From an optimization exercise on the open Yosys and OpenROAD flow, aimed at small area; shortcuts taken in it are not production practice.
Function was checked by simulation only, so behaviour that the tests miss may differ from the original.
The clock input has no modelled driver; a real chip could not lean on it and would need a root buffer or a full tree.
Power figures rest on the tool's default switching activity, not on a simulated workload.

== run A ==
Design snake_game_ctrl, start of the top module:
module snake_game_ctrl
#(
    parameter int MAX_LEN  = 64,
    parameter int INIT_LEN = 3
) (
    input  logic       clk,
    input  logic       reset,
    input  logic       tick,
    input  logic       dir_valid,
    input  logic [1:0] dir,
    input  logic [3:0] apple_x,
    input  logic [3:0] apple_y,
    output logic       draw_valid,
    input  logic       draw_ready,
    output logic [3:0] draw_x,
    output logic [3:0] draw_y,
    output logic [1:0] draw_color,
    output logic [3:0] head_x,
    output logic [3:0] head_y,
    output logic [8:0] length,
    output logic [7:0] score,
    output logic       apple_eaten,
    output logic       busy,
    output logic       game_over
);
Size in the first run: about 470 cells after synthesis, roughly 170 flip-flops, ~54 I/O pins, roughly 4900 sq um of cells after synthesis.
clock: 12.0 ns
lec_check: 0
cap_margin: 0
core_margin: 2
core_utilization: 60
gpl_timing_driven: 0
place_density: 0.85
slew_margin: 0
standard.sh (not shown) runs the stock make flow with config.mk's settings and CLKGATE_MAP_FILE= SYNTH_SCRIPT=/design/flow/synth_recipe.tcl, a recipe that flattens the netlist after the stock synthesis.
==> flow/flow/run.sh <==
#!/bin/bash
# Own layout flow: the standard ORFS flow (standard.sh) with changes that only affect how
# the cells are chosen and the clock is buffered:
#  1. Synthesis is ORFS's synth.tcl through synth_recipe.tcl (same registers, names, flattening
#     and renaming as the standard synthesis), without the adder pre-mapping, and with ABC
#     mapping the combinational logic with an area-oriented script. Each flow/abc*.script is
#     tried and the one giving the smallest synthesised area is used for the layout.
#  3. The clock tree is built by flow/mcts.tcl inside ORFS's CTS step (in place of
#     clock_tree_synthesis): the clock port drives one root inverter (inv_12), which drives
#     inv_8 leaf inverters, one per cluster of flip-flops (two inversions, so the flip-flops see
#     the clock's own polarity); leaves are added until the estimated clock-pin slew is under
#     the limit. The rest of the CTS step (legalisation, timing repair) is ORFS's.
# Every tool's output goes to log files in the work folder (and ORFS's logs under orfs*/).
set -euo pipefail
W=$(pwd)
F=$W/flow

# ORFS scripts, with the CTS step's clock_tree_synthesis call replaced
rm -rf "$W/scripts"
cp -r "$FLOW_HOME/scripts" "$W/scripts"
sed -i "s#^log_cmd clock_tree_synthesis {\*}\$cts_args#source $F/mcts.tcl\nmanual_cts_auto 6 16 sky130_fd_sc_hd__inv_8 sky130_fd_sc_hd__inv_12 118#" "$W/scripts/cts.tcl"
grep -q "^manual_cts_auto" "$W/scripts/cts.tcl"
# global placement: remove synthesis buffers even without timing-driven placement
sed -i '0,/^if { \$::env(GPL_TIMING_DRIVEN) } {$/s//if { 1 } {/' "$W/scripts/global_place.tcl"
grep -A1 "^if { 1 } {" "$W/scripts/global_place.tcl" | grep -q remove_buffers
export SCRIPTS_DIR=$W/scripts
export BUFFER_PORTS_ARGS="-buffer_cell sky130_fd_sc_hd__buf_1"

# synthesis script: synth_recipe.tcl, with synth.tcl's ABC call using $::env(OWN_ABC_SCRIPT)
sed "s#^\s*log_cmd abc {\*}\$abc_args#  log_cmd abc {*}[lreplace \$abc_args 1 1 \$::env(OWN_ABC_SCRIPT)]#" \
    "$W/scripts/synth.tcl" > "$W/scripts/synth_area.tcl"
grep -q "OWN_ABC_SCRIPT" "$W/scripts/synth_area.tcl"
{
    head -n 1 "$W/synth_recipe.tcl"
    echo "source $W/scripts/synth_area.tcl"
    tail -n +3 "$W/synth_recipe.tcl"
} > "$W/own_synth.tcl"
sed -n 2p "$W/synth_recipe.tcl" | grep -q "^source .*synth.tcl"

sed "s#SYNTH_SCRIPT=[^ ]*#SYNTH_SCRIPT=$W/own_synth.tcl ADDER_MAP_FILE=#" "$W/standard.sh" > "$W/own_standard.sh"
grep -q "SYNTH_SCRIPT=$W/own_synth.tcl" "$W/own_standard.sh"

# try each ABC script in a scratch ORFS folder; keep the smallest
best=""; best_area=""
for s in "$F"/abc*.script; do
    n=$(basename "$s" .script)
    sed "s#WORK_HOME=[^ ]*#WORK_HOME=$W/try_$n#" "$W/own_standard.sh" > "$W/try_$n.sh"
    if OWN_ABC_SCRIPT=$s bash "$W/try_$n.sh" synth > "$W/try_$n.log" 2>&1; then
        a=$(sed -n "s/.*Chip area for module '.snake_game_ctrl': *\([0-9.]*\).*/\1/p" \
            "$W"/try_$n/reports/*/snake_game_ctrl/base/synth_stat.txt | head -n 1)
        echo "$n $a" >> "$W/abc_choice.log"
        if [[ -n "$a" ]] && { [[ -z "$best" ]] || awk "BEGIN{exit !($a < $best_area)}"; }; then
            best=$s; best_area=$a
        fi
    fi
done
[[ -n "$best" ]]
echo "chosen $best $best_area" >> "$W/abc_choice.log"

OWN_ABC_SCRIPT=$best bash "$W/own_standard.sh" finish > "$W/own_flow.log" 2>&1
==> flow/flow/abc10.script <==
strash
refactor -N 12
rewrite
&get -n
&deepsyn -T 60
&put
dch
if -K 4 -a
mfs2 -a
strash
refactor -N 12
rewrite
dch
amap
==> flow/flow/abc9.script <==
strash
refactor -N 12
rewrite
&get -n
&deepsyn -T 20
&put
dch
if -K 4 -a
mfs2 -a
strash
refactor -N 12
rewrite
dch
amap
Other scripts of this flow, unchanged in this note and not shown: flow/flow/abc1.script, flow/flow/abc2.script, flow/flow/abc3.script, flow/flow/abc4.script, flow/flow/abc5.script, flow/flow/abc6.script, flow/flow/abc7.script, flow/flow/abc8.script, flow/flow/mcts.tcl
What run B does differently from run A at the input level:
- a deleted GPL_TIMING_DRIVEN that had been 0
- a deleted PLACE_DENSITY that had been 0.85
- a change of CAP_MARGIN from 0 to 20
- a change of SLEW_MARGIN from 0 to 20
diff --git a/flow/flow/run.sh b/flow/flow/run.sh
--- a/flow/flow/run.sh
+++ b/flow/flow/run.sh
@@ -6,4 +6,5 @@
 #     mapping the combinational logic with an area-oriented script. Each flow/abc*.script is
 #     tried and the one giving the smallest synthesised area is used for the layout.
+#  2. Port buffers use sky130_fd_sc_hd__buf_1.
 #  3. The clock tree is built by flow/mcts.tcl inside ORFS's CTS step (in place of
 #     clock_tree_synthesis): the clock port drives one root inverter (inv_12), which drives
@@ -19,9 +20,6 @@
 rm -rf "$W/scripts"
 cp -r "$FLOW_HOME/scripts" "$W/scripts"
-sed -i "s#^log_cmd clock_tree_synthesis {\*}\$cts_args#source $F/mcts.tcl\nmanual_cts_auto 6 16 sky130_fd_sc_hd__inv_8 sky130_fd_sc_hd__inv_12 118#" "$W/scripts/cts.tcl"
+sed -i "s#^log_cmd clock_tree_synthesis {\*}\$cts_args#source $F/mcts.tcl\nmanual_cts_auto 8 16 sky130_fd_sc_hd__inv_8 sky130_fd_sc_hd__inv_12 118#" "$W/scripts/cts.tcl"
 grep -q "^manual_cts_auto" "$W/scripts/cts.tcl"
-# global placement: remove synthesis buffers even without timing-driven placement
-sed -i '0,/^if { \$::env(GPL_TIMING_DRIVEN) } {$/s//if { 1 } {/' "$W/scripts/global_place.tcl"
-grep -A1 "^if { 1 } {" "$W/scripts/global_place.tcl" | grep -q remove_buffers
 export SCRIPTS_DIR=$W/scripts
 export BUFFER_PORTS_ARGS="-buffer_cell sky130_fd_sc_hd__buf_1"
removed: flow/flow/abc10.script
removed: flow/flow/abc9.script
--- outcome ---
Wire length after detailed routing was higher in run B than in run A. Compared to run A, run B has slack of the worst reg-to-reg path 0.24 ns higher. Run B against run A: clock skew now smaller; cell area after synthesis rose 30 sq um; relative contribution of the clock network to total power fell by 1.7 points; total power moved up; layout-stage area growth over the synthesis result has increased. Run B reached the end of the flow, and the finished layout is clean on the timing, design-rule and antenna checks.
Setup changes, run B to run C
- CAP_MARGIN now 0, was 20
- SLEW_MARGIN now 0, was 20
--- outcome ---
As far as total power goes, run B and run C are indistinguishable; the numbers are identical.
From run B to run C the numbers moved as follows: row count was more or less identical, share of post-route cells with drive strength above 1 now sits at about the same level, average detailed-routed wire length per instance comparable, clock period minus final worst setup slack barely changed, setup slack at placement has remained practically unchanged.
On share of power burned in the clock network, run C tracks run B almost exactly.
Reported for run C and run B, via count turned out identical to the last digit.
From run B to run C, sequential share of layout area did not move at all.
Run C and run B ended up with nearly the same signal arrival time at the worst endpoint.
In every run of this note, the design's own scripts or RTL, not TritonCTS, make the clock network.

========
== run a ==
Another version of the RTL of snake_game_ctrl (not shown whole).
Size: roughly 460 cells after synthesis, about 160 flip-flops, about 54 I/O pins.
export LEC_CHECK = 0
export CAP_MARGIN = 0
export CORE_MARGIN = 2
export CORE_UTILIZATION = 60
export GPL_TIMING_DRIVEN = 0
export SLEW_MARGIN = 0
create_clock -name core_clock -period 12.0 [get_ports {clk}]
==> flow/flow/run.sh <==
#!/bin/bash
# Own layout flow: the standard ORFS flow (standard.sh) with changes that only affect how
# the cells are chosen and the clock is buffered:
#  1. Synthesis is ORFS's synth.tcl through synth_recipe.tcl (same registers, names, flattening
#     and renaming as the standard synthesis), without the adder pre-mapping, and with ABC
#     mapping the combinational logic with an area-oriented script. Each flow/abc*.script is
#     tried and the one giving the smallest synthesised area is used for the layout.
#  3. The clock tree is built by flow/mcts.tcl inside ORFS's CTS step (in place of
#     clock_tree_synthesis): the clock port drives one root inverter (inv_16), which drives
#     inv_8 leaf inverters, one per cluster of flip-flops (two inversions, so the flip-flops see
#     the clock's own polarity); leaves are added until the estimated clock-pin slew is under
#     the limit. The rest of the CTS step (legalisation, timing repair) is ORFS's.
# Every tool's output goes to log files in the work folder (and ORFS's logs under orfs*/).
set -euo pipefail
W=$(pwd)
F=$W/flow

# ORFS scripts, with the CTS step's clock_tree_synthesis call replaced
rm -rf "$W/scripts"
cp -r "$FLOW_HOME/scripts" "$W/scripts"
sed -i "s#^log_cmd clock_tree_synthesis {\*}\$cts_args#source $F/mcts.tcl\nmanual_cts_auto 7 16 sky130_fd_sc_hd__inv_8 sky130_fd_sc_hd__inv_16 125#" "$W/scripts/cts.tcl"
grep -q "^manual_cts_auto" "$W/scripts/cts.tcl"
# global placement: remove synthesis buffers even without timing-driven placement
sed -i '0,/^if { \$::env(GPL_TIMING_DRIVEN) } {$/s//if { 1 } {/' "$W/scripts/global_place.tcl"
grep -A1 "^if { 1 } {" "$W/scripts/global_place.tcl" | grep -q remove_buffers
export SCRIPTS_DIR=$W/scripts
export BUFFER_PORTS_ARGS="-buffer_cell sky130_fd_sc_hd__buf_1"

# synthesis script: synth_recipe.tcl, with synth.tcl's ABC call using $::env(OWN_ABC_SCRIPT)
sed "s#^\s*log_cmd abc {\*}\$abc_args#  log_cmd abc {*}[lreplace \$abc_args 1 1 \$::env(OWN_ABC_SCRIPT)]#" \
    "$W/scripts/synth.tcl" > "$W/scripts/synth_area.tcl"
grep -q "OWN_ABC_SCRIPT" "$W/scripts/synth_area.tcl"
{
    head -n 1 "$W/synth_recipe.tcl"
    echo "source $W/scripts/synth_area.tcl"
    tail -n +3 "$W/synth_recipe.tcl"
} > "$W/own_synth.tcl"
sed -n 2p "$W/synth_recipe.tcl" | grep -q "^source .*synth.tcl"

sed "s#SYNTH_SCRIPT=[^ ]*#SYNTH_SCRIPT=$W/own_synth.tcl ADDER_MAP_FILE=#" "$W/standard.sh" > "$W/own_standard.sh"
grep -q "SYNTH_SCRIPT=$W/own_synth.tcl" "$W/own_standard.sh"

# try each ABC script in a scratch ORFS folder; keep the smallest
best=""; best_area=""
for s in "$F"/abc*.script; do
    n=$(basename "$s" .script)
    sed "s#WORK_HOME=[^ ]*#WORK_HOME=$W/try_$n#" "$W/own_standard.sh" > "$W/try_$n.sh"
    if OWN_ABC_SCRIPT=$s bash "$W/try_$n.sh" synth > "$W/try_$n.log" 2>&1; then
        a=$(sed -n "s/.*Chip area for module '.snake_game_ctrl': *\([0-9.]*\).*/\1/p" \
            "$W"/try_$n/reports/*/snake_game_ctrl/base/synth_stat.txt | head -n 1)
        echo "$n $a" >> "$W/abc_choice.log"
        if [[ -n "$a" ]] && { [[ -z "$best" ]] || awk "BEGIN{exit !($a < $best_area)}"; }; then
            best=$s; best_area=$a
        fi
    fi
done
[[ -n "$best" ]]
echo "chosen $best $best_area" >> "$W/abc_choice.log"

OWN_ABC_SCRIPT=$best bash "$W/own_standard.sh" finish > "$W/own_flow.log" 2>&1
Other scripts of this flow, unchanged in this note and not shown: flow/flow/abc1.script, flow/flow/abc10.script, flow/flow/abc2.script, flow/flow/abc3.script, flow/flow/abc4.script, flow/flow/abc5.script, flow/flow/abc6.script, flow/flow/abc7.script, flow/flow/abc8.script, flow/flow/abc9.script, flow/flow/mcts.tcl
Looking at the reports, run a completed the entire flow and the layout it produced met the timing, design-rule and antenna checks.
Input changes introduced in run b (baseline for comparison: run a):
-- flow/flow/run.sh --
<<< run a, line 7
#     tried and the one giving the smallest synthesised area is used for the layout.
#  3. The clock tree is built by flow/mcts.tcl inside ORFS's CTS step (in place of
#     clock_tree_synthesis): the clock port drives one root inverter (inv_16), which drives
#     inv_8 leaf inverters, one per cluster of flip-flops (two inversions, so the flip-flops see
#     the clock's own polarity); leaves are added until the estimated clock-pin slew is under
>>> run b, line 7
#     tried and the one giving the smallest synthesised area is used for the layout.
#  3. The clock tree is built by flow/mcts.tcl inside ORFS's CTS step (in place of
#     clock_tree_synthesis): the clock port drives one root inverter (inv_12), which drives
#     inv_8 leaf inverters, one per cluster of flip-flops (two inversions, so the flip-flops see
#     the clock's own polarity); leaves are added until the estimated clock-pin slew is under
<<< run a, line 19
rm -rf "$W/scripts"
cp -r "$FLOW_HOME/scripts" "$W/scripts"
sed -i "s#^log_cmd clock_tree_synthesis {\*}\$cts_args#source $F/mcts.tcl\nmanual_cts_auto 7 16 sky130_fd_sc_hd__inv_8 sky130_fd_sc_hd__inv_16 125#" "$W/scripts/cts.tcl"
grep -q "^manual_cts_auto" "$W/scripts/cts.tcl"
# global placement: remove synthesis buffers even without timing-driven placement
>>> run b, line 19
rm -rf "$W/scripts"
cp -r "$FLOW_HOME/scripts" "$W/scripts"
sed -i "s#^log_cmd clock_tree_synthesis {\*}\$cts_args#source $F/mcts.tcl\nmanual_cts_auto 8 16 sky130_fd_sc_hd__inv_8 sky130_fd_sc_hd__inv_12 118#" "$W/scripts/cts.tcl"
grep -q "^manual_cts_auto" "$W/scripts/cts.tcl"
# global placement: remove synthesis buffers even without timing-driven placement
Results
- Run b reached the end of the flow, and the finished layout is clean on the timing, design-rule and antenna checks.
- Part of the total power dissipated in the clock network came out higher on run b than on run a.
- Run a -> run b: total power decreased by more than 10%
- Summary of run b over run a: share of cell area taken by flip-flops and latches decreased 0.26 points; core utilization increased 0.27 points.
- Run b ended with less clock period minus worst slack than run a.
- Run a → run b: total routed wire length on the met1 layer went down 170 µm, average wire per cell in the routed design fell 5.2%.
In every run of this note, the design's own scripts or RTL, not TritonCTS, make the clock network.

==> what the ideal ports hide <==
How much do the figures lean on ideal ports? The routed layouts below were timed once more, with nothing changed but the port constraints.
Step 1 sets driving cells, clkbuf_16 on the clock port and buf_2 on the other inputs (assumed; they add their load-dependent delay and slew).
Step 2 adds t to the input delays and takes it off the output delays; t is the mean of the earliest and latest rising clock arrival at the registers after step 1. Input paths then give back, and output paths get back, about the clock's delay inside the block.
Slacks: no drivers / after step 1 / after step 2; pairs: no drivers / after step 1.
run	shift t [ns]	setup slack, ns	worst setup path after step 2
run A of note 1	0.217	5.553 / 5.533 / 5.533	input to output
run B of note 1	0.231	5.380 / 5.354 / 5.354	input to output
run C of note 1	0.231	5.380 / 5.354 / 5.354	input to output
run a of note 2	0.230	5.262 / 5.241 / 5.241	input to output
run b of note 2	0.232	5.432 / 5.408 / 5.408	input to output
After both steps setup and hold are still met in every run listed.
